From an optimization exercise on the open Yosys and OpenROAD flow, aimed at small area, a short achievable clock period and few clock cycles per item; shortcuts taken in it are not production practice.
Only simulation tests tie the RTL to the original design; equivalence was not proved.
No activity file was given, so power comes from the tool's default toggle rates.

==> flow/design.v <==
`default_nettype none
package srtfo_pkg;
   localparam int MaxSections = 16;
   localparam int IndexWidth  = 4;
   localparam int CountWidth  = 5;
   localparam int DataWidth   = 32;
   localparam int CsrIdxWidth = 4;
   typedef enum logic {
      OP_WRITE     = 1'b0,
      OP_TRANSLATE = 1'b1
   } op_type;
   typedef enum logic [CsrIdxWidth-1:0] {
      CSR_ENTRY_COUNT = 4'd0,
      CSR_IMAGE_BASE  = 4'd1
   } csr_index_type;
endpackage
`default_nettype wire
`default_nettype none
import srtfo_pkg::*;
module srtfo_compare (
   input  wire logic [srtfo_pkg::DataWidth-1:0]                            addr,
   input  wire logic [srtfo_pkg::MaxSections-1:0]                          active,
   input  wire logic [srtfo_pkg::MaxSections-1:0][srtfo_pkg::DataWidth-1:0] startn,
   input  wire logic [srtfo_pkg::MaxSections-1:0][srtfo_pkg::DataWidth-1:0] lastn,
   output logic [srtfo_pkg::MaxSections-1:0]                               hit
);
   localparam int GroupBits = 8;
   localparam int Groups    = DataWidth / GroupBits;
   function automatic logic geq(input logic [DataWidth-1:0] a, input logic [DataWidth-1:0] b);
      logic [Groups-1:0] gt, ge;
      logic              r0, r1;
      for (int n = 0; n < Groups; n++) begin
         r0 = 1'b0;
         r1 = 1'b1;
         for (int j = 0; j < GroupBits; j++) begin
            r0 = (a[GroupBits*n+j] & ~b[GroupBits*n+j]) | ((a[GroupBits*n+j] | ~b[GroupBits*n+j]) & r0);
            r1 = (a[GroupBits*n+j] & ~b[GroupBits*n+j]) | ((a[GroupBits*n+j] | ~b[GroupBits*n+j]) & r1);
         end
         gt[n] = r0;
         ge[n] = r1;
      end
      for (int w = 1; w < Groups; w = w * 2) begin
         for (int k = 0; k < Groups; k = k + 2 * w) begin
            gt[k] = gt[k+w] | (ge[k+w] & gt[k]);
            ge[k] = gt[k+w] | (ge[k+w] & ge[k]);
         end
      end
      geq = ge[0];
   endfunction
   always_comb begin
      for (int i = 0; i < MaxSections; i++)
         hit[i] = active[i] && geq(addr, ~startn[i]) && geq(~lastn[i], addr);
   end
endmodule
module srtfo_select #(
   parameter int Width = 8
) (
   input  wire logic [srtfo_pkg::MaxSections-1:0]            hit,
   input  wire logic [srtfo_pkg::MaxSections-1:0][Width-1:0] bias,
   input  wire logic [Width-1:0]                             addr,
   output logic                                              found,
   output logic [Width-1:0]                                  sel,
   output logic [Width-1:0]                                  p
);
   logic [MaxSections-1:0]            f;
   logic [MaxSections-1:0][Width-1:0] v;
   always_comb begin
      f = hit;
      for (int i = 0; i < MaxSections; i++)
         v[i] = bias[i] & {Width{hit[i]}};
      for (int d = 1; d < MaxSections; d = d * 2) begin
         for (int k = 0; k < MaxSections; k = k + 2 * d) begin
            v[k] = f[k] ? v[k] : v[k+d];
            f[k] = f[k] | f[k+d];
         end
      end
      sel   = v[0];
      found = f[0];
      p     = (addr & {Width{f[0]}}) ^ v[0];
   end
endmodule
module srtfo_pg_sum (
   input  wire logic [srtfo_pkg::DataWidth-1:0] g,
   input  wire logic [srtfo_pkg::DataWidth-1:0] p,
   output logic [srtfo_pkg::DataWidth-1:0]      sum
);
   logic [DataWidth-1:0] gg, pp, gn, pn;
   always_comb begin
      gg = g;
      pp = p;
      for (int d = 1; d < DataWidth; d = d * 2) begin
         gn = gg;
         pn = pp;
         for (int i = d; i < DataWidth; i++) begin
            gn[i] = gg[i] | (pp[i] & gg[i-d]);
            pn[i] = pp[i] & pp[i-d];
         end
         gg = gn;
         pp = pn;
      end
      sum = p ^ {gg[DataWidth-2:0], 1'b0};
   end
endmodule
module section_rva_to_file_offset (
   input  wire logic                                 clock,
   input  wire logic                                 reset,
   input  wire logic                                 start,
   output logic                                      busy,
   input  wire logic                                 req_op,
   input  wire logic [srtfo_pkg::IndexWidth-1:0]     req_entry_index,
   input  wire logic [srtfo_pkg::DataWidth-1:0]      req_entry_start,
   input  wire logic [srtfo_pkg::DataWidth-1:0]      req_entry_raw_size,
   input  wire logic [srtfo_pkg::DataWidth-1:0]      req_entry_raw_offset,
   input  wire logic [srtfo_pkg::DataWidth-1:0]      req_rel_address,
   output logic                                      rsp_strobe,
   output logic                                      rsp_found,
   output logic [srtfo_pkg::DataWidth-1:0]           rsp_file_offset,
   output logic [srtfo_pkg::DataWidth-1:0]           rsp_virtual_address,
   input  wire logic                                 csr_valid,
   output logic                                      csr_ready,
   input  wire logic [srtfo_pkg::CsrIdxWidth-1:0]    csr_index,
   input  wire logic [srtfo_pkg::DataWidth-1:0]      csr_data
);
   function automatic logic [DataWidth-1:0] add_bk(input logic [DataWidth-1:0] a,
                                                   input logic [DataWidth-1:0] b);
      logic [DataWidth-1:0] g, p, gg, pp;
      g  = a & b;
      p  = a ^ b;
      gg = g;
      pp = p;
      for (int d = 1; d < DataWidth; d = d * 2) begin
         for (int i = 2 * d - 1; i < DataWidth; i = i + 2 * d) begin
            gg[i] = gg[i] | (pp[i] & gg[i-d]);
            pp[i] = pp[i] & pp[i-d];
         end
      end
      for (int d = DataWidth / 4; d >= 1; d = d / 2) begin
         for (int i = 3 * d - 1; i < DataWidth; i = i + 2 * d) begin
            gg[i] = gg[i] | (pp[i] & gg[i-d]);
            pp[i] = pp[i] & pp[i-d];
         end
      end
      add_bk = p ^ {gg[DataWidth-2:0], 1'b0};
   endfunction
   logic                    accept;
   logic [CountWidth-1:0]   count_ff;
   logic [DataWidth-1:0]    base_ff;
   logic [MaxSections-1:0][DataWidth-1:0] startn_ff;
   logic [MaxSections-1:0][DataWidth-1:0] endn_ff;
   logic [MaxSections-1:0][DataWidth-1:0] bias_ff;
   logic [DataWidth-1:0]    startn_in, endn_in, bias_in;
   logic [MaxSections-1:0]  tbl_we;
   logic [MaxSections-1:0]  active;
   localparam int SliceWidth = 8;
   logic [MaxSections-1:0]  hit;
   logic [DataWidth/SliceWidth-1:0] slice_found;
   logic [DataWidth-1:0]    lk_p;
   logic [DataWidth/SliceWidth-1:0][MaxSections-1:0][SliceWidth-1:0] bias_slice;
   logic [DataWidth-1:0]    lk_sel;
   logic                    out_strobe_ff;
   logic                    out_found_ff;
   logic [DataWidth-1:0]    out_g_ff;
   logic [DataWidth-1:0]    out_p_ff;
   logic [DataWidth-1:0]    out_va_ff;
   assign busy      = 1'b0;
   assign csr_ready = 1'b1;
   assign accept    = start;
   always_ff @(posedge clock) begin
      if (reset) begin
         count_ff <= '0;
         base_ff  <= '0;
      end else if (csr_valid) begin
         if (csr_index == CSR_ENTRY_COUNT) count_ff <= csr_data[CountWidth-1:0];
         if (csr_index == CSR_IMAGE_BASE)  base_ff  <= csr_data;
      end
   end
   assign startn_in = ~{req_entry_start[DataWidth-1:1],
                        req_entry_start[0] | (req_entry_start == '0)};
   assign endn_in   = ~(req_entry_start + req_entry_raw_size);
   assign bias_in   = req_entry_raw_offset - req_entry_start;
   always_comb begin
      for (int i = 0; i < MaxSections; i++)
         tbl_we[i] = accept && (req_op == 1'b0) && (req_entry_index == IndexWidth'(i));
   end
   always_ff @(posedge clock) begin
      for (int i = 0; i < MaxSections; i++) begin
         if (tbl_we[i]) begin
            startn_ff[i] <= startn_in;
            endn_ff[i]   <= endn_in;
            bias_ff[i]   <= bias_in;
         end
      end
   end
   always_comb begin
      for (int i = 0; i < MaxSections; i++)
         active[i] = (CountWidth'(i) < count_ff);
   end
   srtfo_compare u_compare (
      .addr   (req_rel_address),
      .active (active),
      .startn (startn_ff),
      .lastn  (endn_ff),
      .hit    (hit)
   );
   for (genvar j = 0; j < DataWidth / SliceWidth; j++) begin : g_slice
      for (genvar i = 0; i < MaxSections; i++) begin : g_slot
         assign bias_slice[j][i] = bias_ff[i][j*SliceWidth +: SliceWidth];
      end
   end
   for (genvar j = 0; j < DataWidth / SliceWidth; j++) begin : g_sel
      srtfo_select #(.Width(SliceWidth)) u_select (
         .hit  (hit),
         .bias  (bias_slice[j]),
         .addr  (req_rel_address[j*SliceWidth +: SliceWidth]),
         .found (slice_found[j]),
         .sel   (lk_sel[j*SliceWidth +: SliceWidth]),
         .p     (lk_p[j*SliceWidth +: SliceWidth])
      );
   end
   always_ff @(posedge clock) begin
      if (reset) out_strobe_ff <= 1'b0;
      else       out_strobe_ff <= accept && (req_op == 1'b1);
   end
   always_ff @(posedge clock) begin
      out_found_ff <= slice_found[0];
      out_g_ff     <= req_rel_address & lk_sel;
      out_p_ff     <= lk_p;
      out_va_ff    <= add_bk(base_ff, req_rel_address);
   end
   srtfo_pg_sum u_sum (
      .g   (out_g_ff),
      .p   (out_p_ff),
      .sum (rsp_file_offset)
   );
   assign rsp_strobe          = out_strobe_ff;
   assign rsp_found           = out_found_ff;
   assign rsp_virtual_address = out_va_ff;
endmodule
`default_nettype wire
make LEC_CHECK=0 ABC_AREA=1 CAP_MARGIN=20 CORE_MARGIN=2 CORE_UTILIZATION=60 CTS_CLUSTER_DIAMETER=100 CTS_CLUSTER_SIZE=30 SETUP_SLACK_MARGIN=1.5 SLEW_MARGIN=20 SYNTH_HIERARCHICAL=1 finish   # period 5.0 ns
run.sh (not shown) runs the stock make flow with config.mk's settings and CLKGATE_MAP_FILE= SYNTH_SCRIPT=/design/flow/synth_recipe.tcl, a recipe that flattens the netlist after the stock synthesis.
Testbench counts at the start, summed over its fixed seeds: cycles 7,352, items 6,717.
Change:
--- a/flow/design.v
+++ b/flow/design.v
@@ -24,23 +24,12 @@
    input  wire logic [srtfo_pkg::MaxSections-1:0][srtfo_pkg::DataWidth-1:0] lastn,
    output logic [srtfo_pkg::MaxSections-1:0]                               hit
 );
-   localparam int GroupBits = 8;
-   localparam int Groups    = DataWidth / GroupBits;
    function automatic logic geq(input logic [DataWidth-1:0] a, input logic [DataWidth-1:0] b);
-      logic [Groups-1:0] gt, ge;
-      logic              r0, r1;
-      for (int n = 0; n < Groups; n++) begin
-         r0 = 1'b0;
-         r1 = 1'b1;
-         for (int j = 0; j < GroupBits; j++) begin
-            r0 = (a[GroupBits*n+j] & ~b[GroupBits*n+j]) | ((a[GroupBits*n+j] | ~b[GroupBits*n+j]) & r0);
-            r1 = (a[GroupBits*n+j] & ~b[GroupBits*n+j]) | ((a[GroupBits*n+j] | ~b[GroupBits*n+j]) & r1);
-         end
-         gt[n] = r0;
-         ge[n] = r1;
-      end
-      for (int w = 1; w < Groups; w = w * 2) begin
-         for (int k = 0; k < Groups; k = k + 2 * w) begin
+      logic [DataWidth-1:0] gt, ge;
+      gt = a & ~b;
+      ge = a | ~b;
+      for (int w = 1; w < DataWidth; w = w * 2) begin
+         for (int k = 0; k < DataWidth; k = k + 2 * w) begin
             gt[k] = gt[k+w] | (ge[k+w] & gt[k]);
             ge[k] = gt[k+w] | (ge[k+w] & ge[k]);
          end
@@ -76,7 +65,7 @@
       end
       sel   = v[0];
       found = f[0];
-      p     = (addr & {Width{f[0]}}) ^ v[0];
+      p     = (addr ^ v[0]) & {Width{f[0]}};
    end
 endmodule
 module srtfo_pg_sum (
@@ -121,27 +110,6 @@
    input  wire logic [srtfo_pkg::CsrIdxWidth-1:0]    csr_index,
    input  wire logic [srtfo_pkg::DataWidth-1:0]      csr_data
 );
-   function automatic logic [DataWidth-1:0] add_bk(input logic [DataWidth-1:0] a,
-                                                   input logic [DataWidth-1:0] b);
-      logic [DataWidth-1:0] g, p, gg, pp;
-      g  = a & b;
-      p  = a ^ b;
-      gg = g;
-      pp = p;
-      for (int d = 1; d < DataWidth; d = d * 2) begin
-         for (int i = 2 * d - 1; i < DataWidth; i = i + 2 * d) begin
-            gg[i] = gg[i] | (pp[i] & gg[i-d]);
-            pp[i] = pp[i] & pp[i-d];
-         end
-      end
-      for (int d = DataWidth / 4; d >= 1; d = d / 2) begin
-         for (int i = 3 * d - 1; i < DataWidth; i = i + 2 * d) begin
-            gg[i] = gg[i] | (pp[i] & gg[i-d]);
-            pp[i] = pp[i] & pp[i-d];
-         end
-      end
-      add_bk = p ^ {gg[DataWidth-2:0], 1'b0};
-   endfunction
    logic                    accept;
    logic [CountWidth-1:0]   count_ff;
    logic [DataWidth-1:0]    base_ff;
@@ -225,7 +193,7 @@
       out_found_ff <= slice_found[0];
       out_g_ff     <= req_rel_address & lk_sel;
       out_p_ff     <= lk_p;
-      out_va_ff    <= add_bk(base_ff, req_rel_address);
+      out_va_ff    <= base_ff + req_rel_address;
    end
    srtfo_pg_sum u_sum (
       .g   (out_g_ff),
The new run finished with timing, DRC and antenna clean.
Power goes up by 3.7%.
Final area goes up by 7.3%.
Worst hold slack is better by 0.0090 ns.
Worst setup slack is better by 0.024 ns.
Non-clock buffer count goes down by 26.
Clock power goes up by 3.2%.
Synthesized cell count goes up by 22%.
Maximum frequency goes up by 0.70%.
Sequential cell count does not change.
Via count goes up by 13%.
Final cell count goes up by 18%.
Die area goes up by 7.7%.
Clock skew barely changes.
Count of clock-buffer cells in the layout goes up by 11.
Testbench counts after the change, summed over its fixed seeds: cycles 7,352, items 6,717.

## what the ideal ports hide
No port has a modelled driver above. Below, the same layouts with a new extraction and two added sets of constraints. Step 1 assumes that a clkbuf_16 drives the clock port and a buf_2 every other input. Step 2 also shifts input and output timing later by t, the mid clock arrival at the registers, as if the neighbouring blocks saw the same clock. Slacks: ideal ports / drivers / drivers and shift; pairs: ideal ports / drivers.
run | t, ns | setup WS [ns] | worst slew at a driven data input, ns
the first run | 0.795 | 1.492 / 1.494 / 0.705 | 0.17
the second run | 0.798 | 1.516 / 1.428 / 0.663 | 0.36
After both steps every run listed still meets setup and hold. The setup slack of the second run, which loses most, moves by -0.088 ns with the drivers and by -0.853 ns with both steps.
